Source: an optimization exercise on an open RTL-to-GDS flow (aim: small area, a short achievable clock period and few clock cycles per item). Production flows keep margins and buffers that such runs may drop.
RTL that was checked went through simulation tests only; none was proved equivalent to the original.
Power and IR drop assume default switching activity.

## run K
==> flow/design.v (excerpt) <==
module huff_enc_top (
    input  logic        clk,
    input  logic        n_rst,
    input  logic        i_tbl_we,
    input  logic [7:0]  i_tbl_addr,
    input  logic [15:0] i_tbl_code,
    input  logic [4:0]  i_tbl_len,
    input  logic        i_start,
    input  logic        i_wait,
    input  logic [1:0]  i_comp,
    input  logic [31:0] i_data,
    output logic        o_valid,
    output logic [7:0]  o_data,
    output logic        o_done
);
    logic [16:0] dc_tab  [0:8];
    logic [16:0] ac_tab  [0:23];    
    logic [16:0] eob_tab;
    logic [16:0] wval;
    always_comb begin
        for (int i = 0; i < 17; i++) begin
            wval[i] = ((i_tbl_len == 5'(i)) ||
                       ((i < 16) && (i_tbl_len > 5'(i)) && i_tbl_code[i % 16]));
        end
    end
    always_ff @(posedge clk) begin
        if (n_rst && i_tbl_we) begin
            for (int c = 0; c < 9; c++)
                if (i_tbl_addr == 8'(c)) dc_tab[c] <= wval;
            for (int r = 0; r < 3; r++)
                for (int s = 1; s <= 8; s++)
                    if (i_tbl_addr == 8'(8'h40 | (r << 4) | s)) ac_tab[8*r + s - 1] <= wval;
            if (i_tbl_addr == 8'h80) eob_tab <= wval;
        end
    end
    logic               busy;
    logic [7:0]         pred [0:2];
    logic [7:0]         psel;
    logic [8:0]         diff, dones;
    logic [8:0]         dmag;
    logic [3:0]         dcat;
    logic [7:0]         damp;
    logic [3:0]         acsz [1:3];
    logic [7:0]         acamp [1:3];
    logic [3:1]         nz;
    logic [8:0]         acv [1:3];
    logic [8:0]         aco [1:3];
    logic [8:0]         acm [1:3];
    logic               start;
    function automatic logic [3:0] bitlen9(input logic [8:0] m);
        bitlen9 = '0;
        for (int b = 0; b < 9; b++) if (m[b]) bitlen9 = 4'(b + 1);
    endfunction
    function automatic logic [7:0] lowmask(input logic [3:0] n);
        for (int b = 0; b < 8; b++) lowmask[b] = (n > 4'(b));
    endfunction
    assign start = i_start && !busy && !i_wait;
    always_comb begin
        case (i_comp)
            2'd0:    psel = pred[0];
            2'd1:    psel = pred[1];
            2'd2:    psel = pred[2];
            default: psel = '0;
        endcase
        diff  = {i_data[7], i_data[7:0]} - {psel[7], psel};
  ...
export LEC_CHECK = 0
export CAP_MARGIN = 20
export CORE_MARGIN = 2
export CORE_UTILIZATION = 55
export SETUP_SLACK_MARGIN = 5
export SLEW_MARGIN = 20
create_clock -name core_clock -period 12.0 [get_ports {clk}]
run.sh (not shown) runs the stock make flow with config.mk's settings and CLKGATE_MAP_FILE= SYNTH_SCRIPT=/design/flow/synth_recipe.tcl, a recipe that flattens the netlist after the stock synthesis.
Testbench counts of run K, summed over its fixed seeds: cycles 9,294, blocks 2,400.
[inputs] run G vs run K
Settings: SETUP_SLACK_MARGIN removed (was 5); CORE_UTILIZATION changed from 55 to 40.
Compared with run K, run G shows part of the cycle the worst path needs higher by 15 points.
Diff run K -> run G: total global-route track usage decreased 9.0 points; detailed placement HPWL rose about 5.5%.
Compared with run K, highest attainable clock frequency in run G decreased by more than 10%.
Sort run K and run G by share of final-layout standard cells stronger than drive strength 1, descending, and run K comes first.
Via count shrinks by a few percent when moving from run K to run G.

* * *

huff_enc_top, a different RTL version from the one above (not shown whole).
Size: about 3300 cells after synthesis, ~660 flip-flops.
clock: 12.0 ns
lec_check: 0
abc_area: 1
cap_margin: 20
core_margin: 2
core_utilization: 65
slew_margin: 20
synth_hierarchical: 1
standard.sh (not shown) runs the stock make flow with config.mk's settings and CLKGATE_MAP_FILE= SYNTH_SCRIPT=/design/flow/synth_recipe.tcl, a recipe that flattens the netlist after the stock synthesis.
==> flow/flow/run.sh <==
#!/bin/bash
# Standard ORFS layout (the standard.sh) with stronger timing repair:
# a larger setup repair target, sizing not limited to same-footprint cells,
# and plain buffers on the ports instead of delay buffers.
set -euo pipefail
bash standard.sh finish \
  SETUP_SLACK_MARGIN=6.5 \
  MATCH_CELL_FOOTPRINT=0 \
  "BUFFER_PORTS_ARGS=-buffer_cell sky130_fd_sc_hd__buf_2" \
  > standard_flow.log 2>&1
The starting point finished clean.
Testbench counts at the start, summed over its fixed seeds: cycles 9,294, blocks 2,400.
==> next run, changes <==
--- a/flow/flow/run.sh
+++ b/flow/flow/run.sh
@@ -8,3 +8,3 @@
   MATCH_CELL_FOOTPRINT=0 \
-  "BUFFER_PORTS_ARGS=-buffer_cell sky130_fd_sc_hd__buf_2" \
+  "BUFFER_PORTS_ARGS=-buffer_cell sky130_fd_sc_hd__buf_4" \
   > standard_flow.log 2>&1
--- a/flow/config.mk
+++ b/flow/config.mk
@@ -10,3 +10,5 @@
 export CORE_MARGIN = 2
-export CORE_UTILIZATION = 65
+export CORE_UTILIZATION = 55
+export CTS_CLUSTER_DIAMETER = 150
+export CTS_CLUSTER_SIZE = 25
 export SLEW_MARGIN = 20
=> Power went down by 17%; critical path depth does not change; worst hold slack barely changes; global-route usage went down by 11 points; via count went down by about 10%; setup slack gets better by 34 ps.
==> next run, changes <==
--- a/flow/config.mk
+++ b/flow/config.mk
@@ -11,4 +11,2 @@
 export CORE_UTILIZATION = 55
-export CTS_CLUSTER_DIAMETER = 150
-export CTS_CLUSTER_SIZE = 25
 export SLEW_MARGIN = 20
What happened: Worst setup slack improved by 97 ps. Flip-flop and latch count is unchanged. Sequential share of layout area shrinks by 2.1 points. Register-to-register slack gets better by 40 ps.
==> next run, changes <==
--- a/flow/flow/run.sh
+++ b/flow/flow/run.sh
@@ -6,3 +6,3 @@
 bash standard.sh finish \
-  SETUP_SLACK_MARGIN=6.5 \
+  SETUP_SLACK_MARGIN=6.1 \
   MATCH_CELL_FOOTPRINT=0 \
After rerunning: Non-clock buffer count fell by 87. Power fell by about 2%. Worst setup slack is worse by 260 ps. Die area does not change. Area after synthesis does not change. Clock skew rose by 13 ps. Maximum frequency fell by about 4.4%. Routed wire length fell by 1.0%. Register-to-register slack is worse by 150 ps.

* * *

huff_enc_top, a different RTL version from the one above (not shown whole).
For scale: roughly 3100 cells after synthesis, about 660 flip-flops, about 32000 µm² of cells after synthesis.
==> flow/config.mk <==
export PLATFORM = sky130hd
export DESIGN_NAME = huff_enc_top
export DESIGN_NICKNAME = huff_enc_top
export VERILOG_FILES = /design/flow/design.v
export SDC_FILE = /design/flow/constraint.sdc
export NUM_CORES = 4
export LEC_CHECK = 0
export ABC_AREA = 1
export CAP_MARGIN = 20
export CORE_MARGIN = 2
export CORE_UTILIZATION = 55
export CTS_CLUSTER_DIAMETER = 300
export CTS_CLUSTER_SIZE = 22
export SLEW_MARGIN = 20
export SYNTH_HIERARCHICAL = 1
==> flow/constraint.sdc <==
create_clock -name core_clock -period 12.0 [get_ports {clk}]
set_input_delay 2.4000 -clock core_clock [delete_from_list [all_inputs] [get_ports {clk}]]
set_output_delay 2.4000 -clock core_clock [all_outputs]
set_load 0.01 [all_outputs]
==> flow/flow/run.sh <==
#!/bin/bash
# Standard ORFS layout (the standard.sh) with stronger timing repair:
# a larger setup repair target, sizing not limited to same-footprint cells,
# and plain buffers on the ports instead of delay buffers.
set -euo pipefail
bash standard.sh finish \
  SETUP_SLACK_MARGIN=6.5 \
  MATCH_CELL_FOOTPRINT=0 \
  "BUFFER_PORTS_ARGS=-buffer_cell sky130_fd_sc_hd__buf_4" \
  > standard_flow.log 2>&1
Next try:
--- a/flow/flow/run.sh
+++ b/flow/flow/run.sh
@@ -5,5 +5,5 @@
 set -euo pipefail
 bash standard.sh finish \
-  SETUP_SLACK_MARGIN=6.5 \
+  SETUP_SLACK_MARGIN=6.1 \
   MATCH_CELL_FOOTPRINT=0 \
   "BUFFER_PORTS_ARGS=-buffer_cell sky130_fd_sc_hd__buf_4" \
- CTS_CLUSTER_DIAMETER: 300 -> not set
- CTS_CLUSTER_SIZE: 22 -> not set
The changed run went through all stages and came out clean; clock power rises by well over a third; wire length went up slightly; die area is unchanged; maximum frequency decreases slightly; count of clock-buffer cells in the layout rose by 29; worst hold slack is about the same; area after synthesis stays the same.
Next try:
--- a/flow/flow/run.sh
+++ b/flow/flow/run.sh
@@ -5,5 +5,5 @@
 set -euo pipefail
 bash standard.sh finish \
-  SETUP_SLACK_MARGIN=6.1 \
+  SETUP_SLACK_MARGIN=6.5 \
   MATCH_CELL_FOOTPRINT=0 \
   "BUFFER_PORTS_ARGS=-buffer_cell sky130_fd_sc_hd__buf_4" \
Outcome: Wire length goes up slightly; critical path depth stays the same; final cell count goes up slightly; final area goes up by a few percent; hold slack hardly moves; synthesized area does not change; first-iteration DRC count goes up by a few percent.
Function was not checked in any run of this note: the RTL went through the layout flow alone.

* * *

build 11:
The RTL this note starts from:
==> flow/design.v <==
`timescale 1ns/1ps
module huff_enc_top (
    input  logic        clk,
    input  logic        n_rst,
    input  logic        i_tbl_we,
    input  logic [7:0]  i_tbl_addr,
    input  logic [15:0] i_tbl_code,
    input  logic [4:0]  i_tbl_len,
    input  logic        i_start,
    input  logic        i_wait,
    input  logic [1:0]  i_comp,
    input  logic [31:0] i_data,
    output logic        o_valid,
    output logic [7:0]  o_data,
    output logic        o_done
);
    logic [16:0] dc_tab  [0:8];
    logic [16:0] ac_tab  [0:23];    
    logic [16:0] eob_tab;
    logic [16:0] wval;
    always_comb begin
        for (int i = 0; i < 17; i++) begin
            wval[i] = ((i_tbl_len == 5'(i)) ||
                       ((i < 16) && (i_tbl_len > 5'(i)) && i_tbl_code[i % 16]));
        end
    end
    always_ff @(posedge clk) begin
        if (n_rst && i_tbl_we) begin
            for (int c = 0; c < 9; c++)
                if (i_tbl_addr == 8'(c)) dc_tab[c] <= wval;
            for (int r = 0; r < 3; r++)
                for (int s = 1; s <= 8; s++)
                    if (i_tbl_addr == 8'(8'h40 | (r << 4) | s)) ac_tab[8*r + s - 1] <= wval;
            if (i_tbl_addr == 8'h80) eob_tab <= wval;
        end
    end
    logic               busy;
    logic               start;
    logic [7:0]         pred [0:2];
    logic [7:0]         psel;
    logic [8:0]         dsel;
    logic [7:0]         damp;
    logic [8:0]         achi  [1:3];
    logic [8:1]         acsz  [1:3];
    logic [7:0]         acamp [1:3];
    logic [3:1]         nz;
    assign start = i_start && !busy && !i_wait;
    always_comb begin
        case (i_comp)
            2'd0:    psel = pred[0];
            2'd1:    psel = pred[1];
            2'd2:    psel = pred[2];
            default: psel = '0;
        endcase
        for (int k = 1; k < 4; k++) begin
            achi[k][8] = 1'b0;
            for (int b = 7; b >= 0; b--)
                achi[k][b] = |((i_data[8*k +: 8] ^ {8{i_data[8*k + 7]}}) & (8'hff << b)) |
                             (i_data[8*k + 7] && ((i_data[8*k +: 8] & ((8'd1 << b) - 8'd1)) == 8'd0));
            nz[k] = achi[k][0];
            for (int sz = 1; sz < 9; sz++) acsz[k][sz] = achi[k][sz-1] & !achi[k][sz];
            for (int b = 0; b < 8; b++)
                acamp[k][b] = (i_data[8*k + b] ^ (i_data[8*k + 7] &&
                               ((i_data[8*k +: 8] & ((8'd1 << b) - 8'd1)) == 8'd0))) & achi[k][b];
        end
    end
    huff_dc_cat u_dc (
        .i_v    (i_data[7:0]),
        .i_p    (psel),
        .o_sel  (dsel),
        .o_amp  (damp)
    );
    always_ff @(posedge clk) begin
        if (!n_rst) begin
            pred[0] <= '0;
            pred[1] <= '0;
            pred[2] <= '0;
        end else if (start) begin
            if (i_comp == 2'd0) pred[0] <= i_data[7:0];
            if (i_comp == 2'd1) pred[1] <= i_data[7:0];
            if (i_comp == 2'd2) pred[2] <= i_data[7:0];
        end
    end
    logic [24:0] fs_dc;
    always_comb begin
        fs_dc = 25'(damp);
        for (int c = 0; c < 9; c++)
            if (dsel[c]) fs_dc = fs_dc | (25'(dc_tab[c]) << c);
    end
    logic [2:0]  rem;           
    logic [2:0]  rem_next;
    logic        nxt2, nxt3, nxte;
    logic [23:0] asel;          
    logic        esel;
    logic [7:0]  s_amp;
    logic [24:0] fs_ac;
    always_comb begin
        nxt2 = rem[0];
        nxt3 = !rem[0] && rem[1];
        nxte = !rem[0] && !rem[1] && rem[2];
        for (int sz = 1; sz < 9; sz++) begin
            if (!busy) begin
                asel[sz - 1]      = acsz[1][sz];
                asel[8 + sz - 1]  = !nz[1] && acsz[2][sz];
                asel[16 + sz - 1] = !nz[1] && !nz[2] && acsz[3][sz];
            end else begin
                asel[sz - 1]      = (nxt2 && acsz[2][sz]) || (nxt3 && nz[2] && acsz[3][sz]);
                asel[8 + sz - 1]  = nxt3 && !nz[2] && acsz[3][sz];
                asel[16 + sz - 1] = 1'b0;
            end
        end
        if (!busy) begin
            esel     = !nz[1] && !nz[2] && !nz[3];
            s_amp    = acamp[1] | (nz[1] ? 8'h00 : (acamp[2] | (nz[2] ? 8'h00 : acamp[3])));
            if (nz[1])      rem_next = {!nz[3], nz[3], nz[2]};
            else if (nz[2]) rem_next = {!nz[3], nz[3], 1'b0};
            else            rem_next = 3'b000;
        end else begin
            esel     = nxte;
            s_amp    = (nxt2 ? acamp[2] : 8'h00) | (nxt3 ? acamp[3] : 8'h00);
            rem_next = nxt2 ? {rem[2:1], 1'b0} : 3'b000;
            if (nxt3) rem_next = {rem[2], 2'b00};
        end
        fs_ac = 25'(s_amp);
        for (int e = 0; e < 24; e++)
            if (asel[e]) fs_ac = fs_ac | (25'(ac_tab[e]) << (e % 8 + 1));
        if (esel) fs_ac = fs_ac | 25'(eob_tab);
    end
    logic [24:0] a_q, p_q;
    logic [25:0] ga, gp;
    logic [24:0] oha, ohp;
    logic [7:0]  galo;
    logic [2:0]  nalo;
    logic [4:0]  np;
    logic [7:0]  a_l8, p_l8, amask, pmask;
    logic [8:0]  pbeyond_v;
    logic [7:0]  p_sh, pm_sh;
    logic        pbeyond;
    logic        ge8, more, pempty;
    logic [31:0] w, x;
    logic [32:0] gx;
    logic [31:0] ohx;
    logic [24:0] x_drop, a_d;
    logic        emit, fin, emit_y;
    logic [7:0]  validm;
    always_comb begin
        ga[25] = 1'b0;
        gp[25] = 1'b0;
        for (int i = 24; i >= 0; i--) begin
            ga[i] = |(a_q & (25'h1ffffff << i));
            gp[i] = |(p_q & (25'h1ffffff << i));
        end
        for (int i = 0; i < 25; i++) begin
            oha[i] = a_q[i] & !ga[i+1];
            ohp[i] = p_q[i] & !gp[i+1];
        end
        a_l8 = '0;
        p_l8 = '0;
        for (int k = 0; k < 8; k++)
            for (int j = 1; j < 25; j++)
                if (j - 8 + k >= 0) begin
                    a_l8[k] = a_l8[k] | (oha[j] & a_q[(j - 8 + k) % 25]);
                    p_l8[k] = p_l8[k] | (ohp[j] & p_q[(j - 8 + k) % 25]);
                end
        for (int k = 0; k < 8; k++) begin
            amask[k] = ga[8 - k];
            pmask[k] = gp[8 - k];
        end
        pbeyond_v = gp[9:1];
        galo[7] = a_q[7];
        for (int i = 6; i >= 0; i--) galo[i] = |(a_q[7:0] & (8'hff << i));
        nalo = '0;
        for (int i = 0; i < 8; i++)
            if (galo[i] && !((i < 7) ? galo[(i + 1) % 8] : 1'b0)) nalo = nalo | 3'(i);
        np = '0;
        for (int i = 0; i < 25; i++)
            if (ohp[i]) np = np | 5'(i);
        p_sh    = p_l8 >> nalo;
        pm_sh   = pmask >> nalo;
        pbeyond = pbeyond_v[8 - nalo];
        ge8    = ga[8];
        more   = (rem != 3'b000);
        pempty = !gp[1];
        validm = amask | pm_sh;
        emit_y = validm[0];
        if (ge8) begin
            emit = 1'b1;
            fin  = !ga[9] && pempty && !more;
        end else begin
            emit = emit_y || !more;
            fin  = !more && !pbeyond;
        end
        w = (32'(a_q[7:0]) << np) | 32'(p_q & ~ohp);
        x = ge8 ? 32'(a_q) : w;
        gx[32] = 1'b0;
        for (int i = 31; i >= 0; i--) gx[i] = |(x & (32'hffffffff << i));
        for (int i = 0; i < 32; i++) ohx[i] = x[i] & !gx[i+1];
        for (int j = 0; j < 25; j++)
            x_drop[j] = (x[j] & ((j + 9 < 33) ? gx[(j + 9) % 33] : 1'b0)) |
                        ((j + 8 < 32) ? ohx[(j + 8) % 32] : 1'b0);
        a_d = (ge8 || emit_y) ? x_drop : x[24:0];
    end
    huff_out_gate u_gate (
        .i_busy  (busy),
        .i_wait  (i_wait),
        .i_emit  (emit),
        .i_fin   (fin),
        .o_valid (o_valid),
        .o_done  (o_done)
    );
    assign o_data  = ge8 ? a_l8 : ((a_l8 | p_sh) | (more ? 8'h00 : ~validm));
    always_ff @(posedge clk) begin
        if (!n_rst) begin
            busy <= 1'b0;
        end else if (start) begin
            busy <= 1'b1;
        end else if (busy && !i_wait && fin) begin
            busy <= 1'b0;
        end
    end
    always_ff @(posedge clk) begin
        if (start) begin
            a_q <= fs_dc;
            p_q <= fs_ac;
            rem <= rem_next;
        end else if (busy && !i_wait) begin
            a_q <= a_d;
            if (!ge8) begin
                p_q <= more ? fs_ac : 25'd1;
                rem <= rem_next;
            end
        end
    end
endmodule
module huff_out_gate (
    input  logic i_busy,
    input  logic i_wait,
    input  logic i_emit,
    input  logic i_fin,
    output logic o_valid,
    output logic o_done
);
    assign o_valid = i_busy && !i_wait && i_emit;
    assign o_done  = i_busy && !i_wait && i_fin;
endmodule
module huff_dc_cat (
    input  logic [7:0] i_v,
    input  logic [7:0] i_p,
    output logic [8:0] o_sel,
    output logic [7:0] o_amp
);
    logic [8:0] sum, sm1, u;
    logic [8:0] thm;
    always_comb begin
        sum = {i_v[7], i_v} - {i_p[7], i_p};
        sm1 = {i_v[7], i_v} + ~{i_p[7], i_p};
        u = sum[8] ? ~sm1 : sum;
        thm[8] = 1'b0;
        for (int b = 7; b >= 0; b--) thm[b] = |(u[7:0] & (8'hff << b));
        for (int b = 0; b < 8; b++) o_amp[b] = (sum[8] ? sm1[b] : sum[b]) & thm[b];
        o_sel[0] = !thm[0];
        for (int c = 1; c < 9; c++) o_sel[c] = thm[c-1] & !thm[c];
    end
endmodule
clock: 12.0 ns
lec_check: 0
abc_area: 1
cap_margin: 20
core_margin: 2
core_utilization: 55
slew_margin: 20
synth_hierarchical: 1
==> flow/flow/run.sh <==
#!/bin/bash
# Standard ORFS layout (the standard.sh) with stronger timing repair:
# a larger setup repair target, sizing not limited to same-footprint cells,
# and plain buffers on the ports instead of delay buffers.
set -euo pipefail
bash standard.sh finish \
  SETUP_SLACK_MARGIN=7.2 \
  MATCH_CELL_FOOTPRINT=0 \
  "BUFFER_PORTS_ARGS=-buffer_cell sky130_fd_sc_hd__buf_4" \
  > standard_flow.log 2>&1
Testbench counts of build 11, summed over its fixed seeds: cycles 9,294, blocks 2,400.
### build 11 -> build 82
-- flow/flow/run.sh --
<<< build 11, line 7
  SETUP_SLACK_MARGIN=7.2 \
>>> build 82, line 7
  SETUP_SLACK_MARGIN=6.2 \
-- flow/config.mk --
<<< build 11, line 12
>>> build 82, line 12
export CTS_CLUSTER_DIAMETER = 300
export CTS_CLUSTER_SIZE = 22
==> comparison <==
Comparing build 11 and build 82, the lower combinational share of power was measured on build 82. Compared to build 11, build 82 leaves more free space in the core. Relative to build 11, the met2 wirelength from detailed routing measured on build 82 has decreased by a few percent. Cell area after layout was lower in the run labelled build 82. Part of the cycle the worst path needs ends up lower on build 11. Build 82 ends up with a clock transition at the registers of the reported paths that is 0.04 ns higher than in build 11. Re I/O pin total: no difference whatsoever between build 11 and build 82. On smallest hold slack, build 11 and build 82 are basically level. In build 82 relative to build 11, maximum achievable frequency had gone down slightly. NOTE post-layout total power build 11->build 82 decreased by more than 10%.
Modified inputs, build 59 compared to build 82
-- flow/flow/run.sh --
<<< build 82, line 7
  SETUP_SLACK_MARGIN=6.2 \
>>> build 59, line 7
  SETUP_SLACK_MARGIN=6.5 \
-- flow/config.mk --
<<< build 82, line 11
export CORE_UTILIZATION = 55
>>> build 59, line 11
export CORE_UTILIZATION = 62
Results
- Build 59 reached the end of the flow, and the finished layout is clean on the timing, design-rule and antenna checks.
- Comparing build 59 and build 82, clock latency reported for the late side of the worst-skew pair is higher on build 82.
- Build 82 → build 59: average vias per placed instance increased by 0.35 relative to the old numbers, number of nets in the layout increased by 0.86% relative to the old numbers.
- Compared to build 82, build 59 has minimum clock period after layout 0.080 ns lower.
- When build 59 is set beside build 82, its global-route usage turns out to be 5.2 points larger.
- Reported for build 59 and build 82, total area of sequential cells turned out identical to the last digit.

port drivers added, routing unchanged:
No port has a modelled driver above. Below, the same layouts with a new extraction and two added sets of constraints.
Step 1 assumes that a clkbuf_16 drives the clock port and a buf_2 every other input.
Step 2 also shifts input and output timing later by t, the mid clock arrival at the registers, as if the neighbouring blocks saw the same clock.
a / b / c = ideal / step 1 / step 2; a / b = the first two.
| run | shift t [ns] | slack for setup (ns) | hold WS [ns] | clock arrival spread, ns | worst register clock-pin slew, ns |
|---|---|---|---|---|---|
| run K | 0.684 | 4.506 / 4.440 / 4.521 | 0.479 / 0.479 / 0.479 | 0.048 / 0.047 | 0.07 / 0.07 |
| run G | 0.667 | 2.647 / 2.586 / 3.253 | 0.464 / 0.464 / 0.464 | 0.066 / 0.065 | 0.07 / 0.07 |
| the first run of note 2 | 0.704 | 6.169 / 6.089 / 5.385 | 0.497 / 0.497 / 0.497 | 0.075 / 0.074 | 0.09 / 0.09 |
| the second run of note 2 | 0.682 | 6.203 / 6.143 / 5.885 | 0.495 / 0.495 / 0.495 | 0.032 / 0.032 | 0.12 / 0.12 |
| the third run of note 2 | 0.683 | 6.300 / 6.233 / 5.898 | 0.485 / 0.485 / 0.485 | 0.043 / 0.042 | 0.07 / 0.07 |
| the fourth run of note 2 | 0.663 | 6.038 / 5.970 / 5.479 | 0.487 / 0.487 / 0.487 | 0.054 / 0.055 | 0.07 / 0.07 |
| the first run of note 3 | 0.629 | 6.049 / 5.989 / 5.936 | 0.502 / 0.502 / 0.502 | 0.039 / 0.039 | 0.10 / 0.10 |
| the second run of note 3 | 0.675 | 6.002 / 5.940 / 5.605 | 0.499 / 0.499 / 0.499 | 0.041 / 0.041 | 0.07 / 0.07 |
| the third run of note 3 | 0.673 | 6.158 / 6.096 / 5.818 | 0.496 / 0.496 / 0.496 | 0.036 / 0.036 | 0.07 / 0.07 |
| build 11 | 0.668 | 6.249 / 6.181 / 6.094 | 0.495 / 0.495 / 0.495 | 0.035 / 0.036 | 0.07 / 0.07 |
| build 82 | 0.658 | 6.183 / 6.119 / 5.561 | 0.494 / 0.494 / 0.494 | 0.045 / 0.044 | 0.11 / 0.11 |
| build 59 | 0.649 | 6.264 / 6.201 / 5.887 | 0.497 / 0.497 / 0.497 | 0.023 / 0.023 | 0.11 / 0.11 |
After both steps every run listed still meets setup and hold. For the first run of note 2, which loses most, drivers alone change the setup slack by -0.080 ns; drivers and shift together by -0.784 ns.
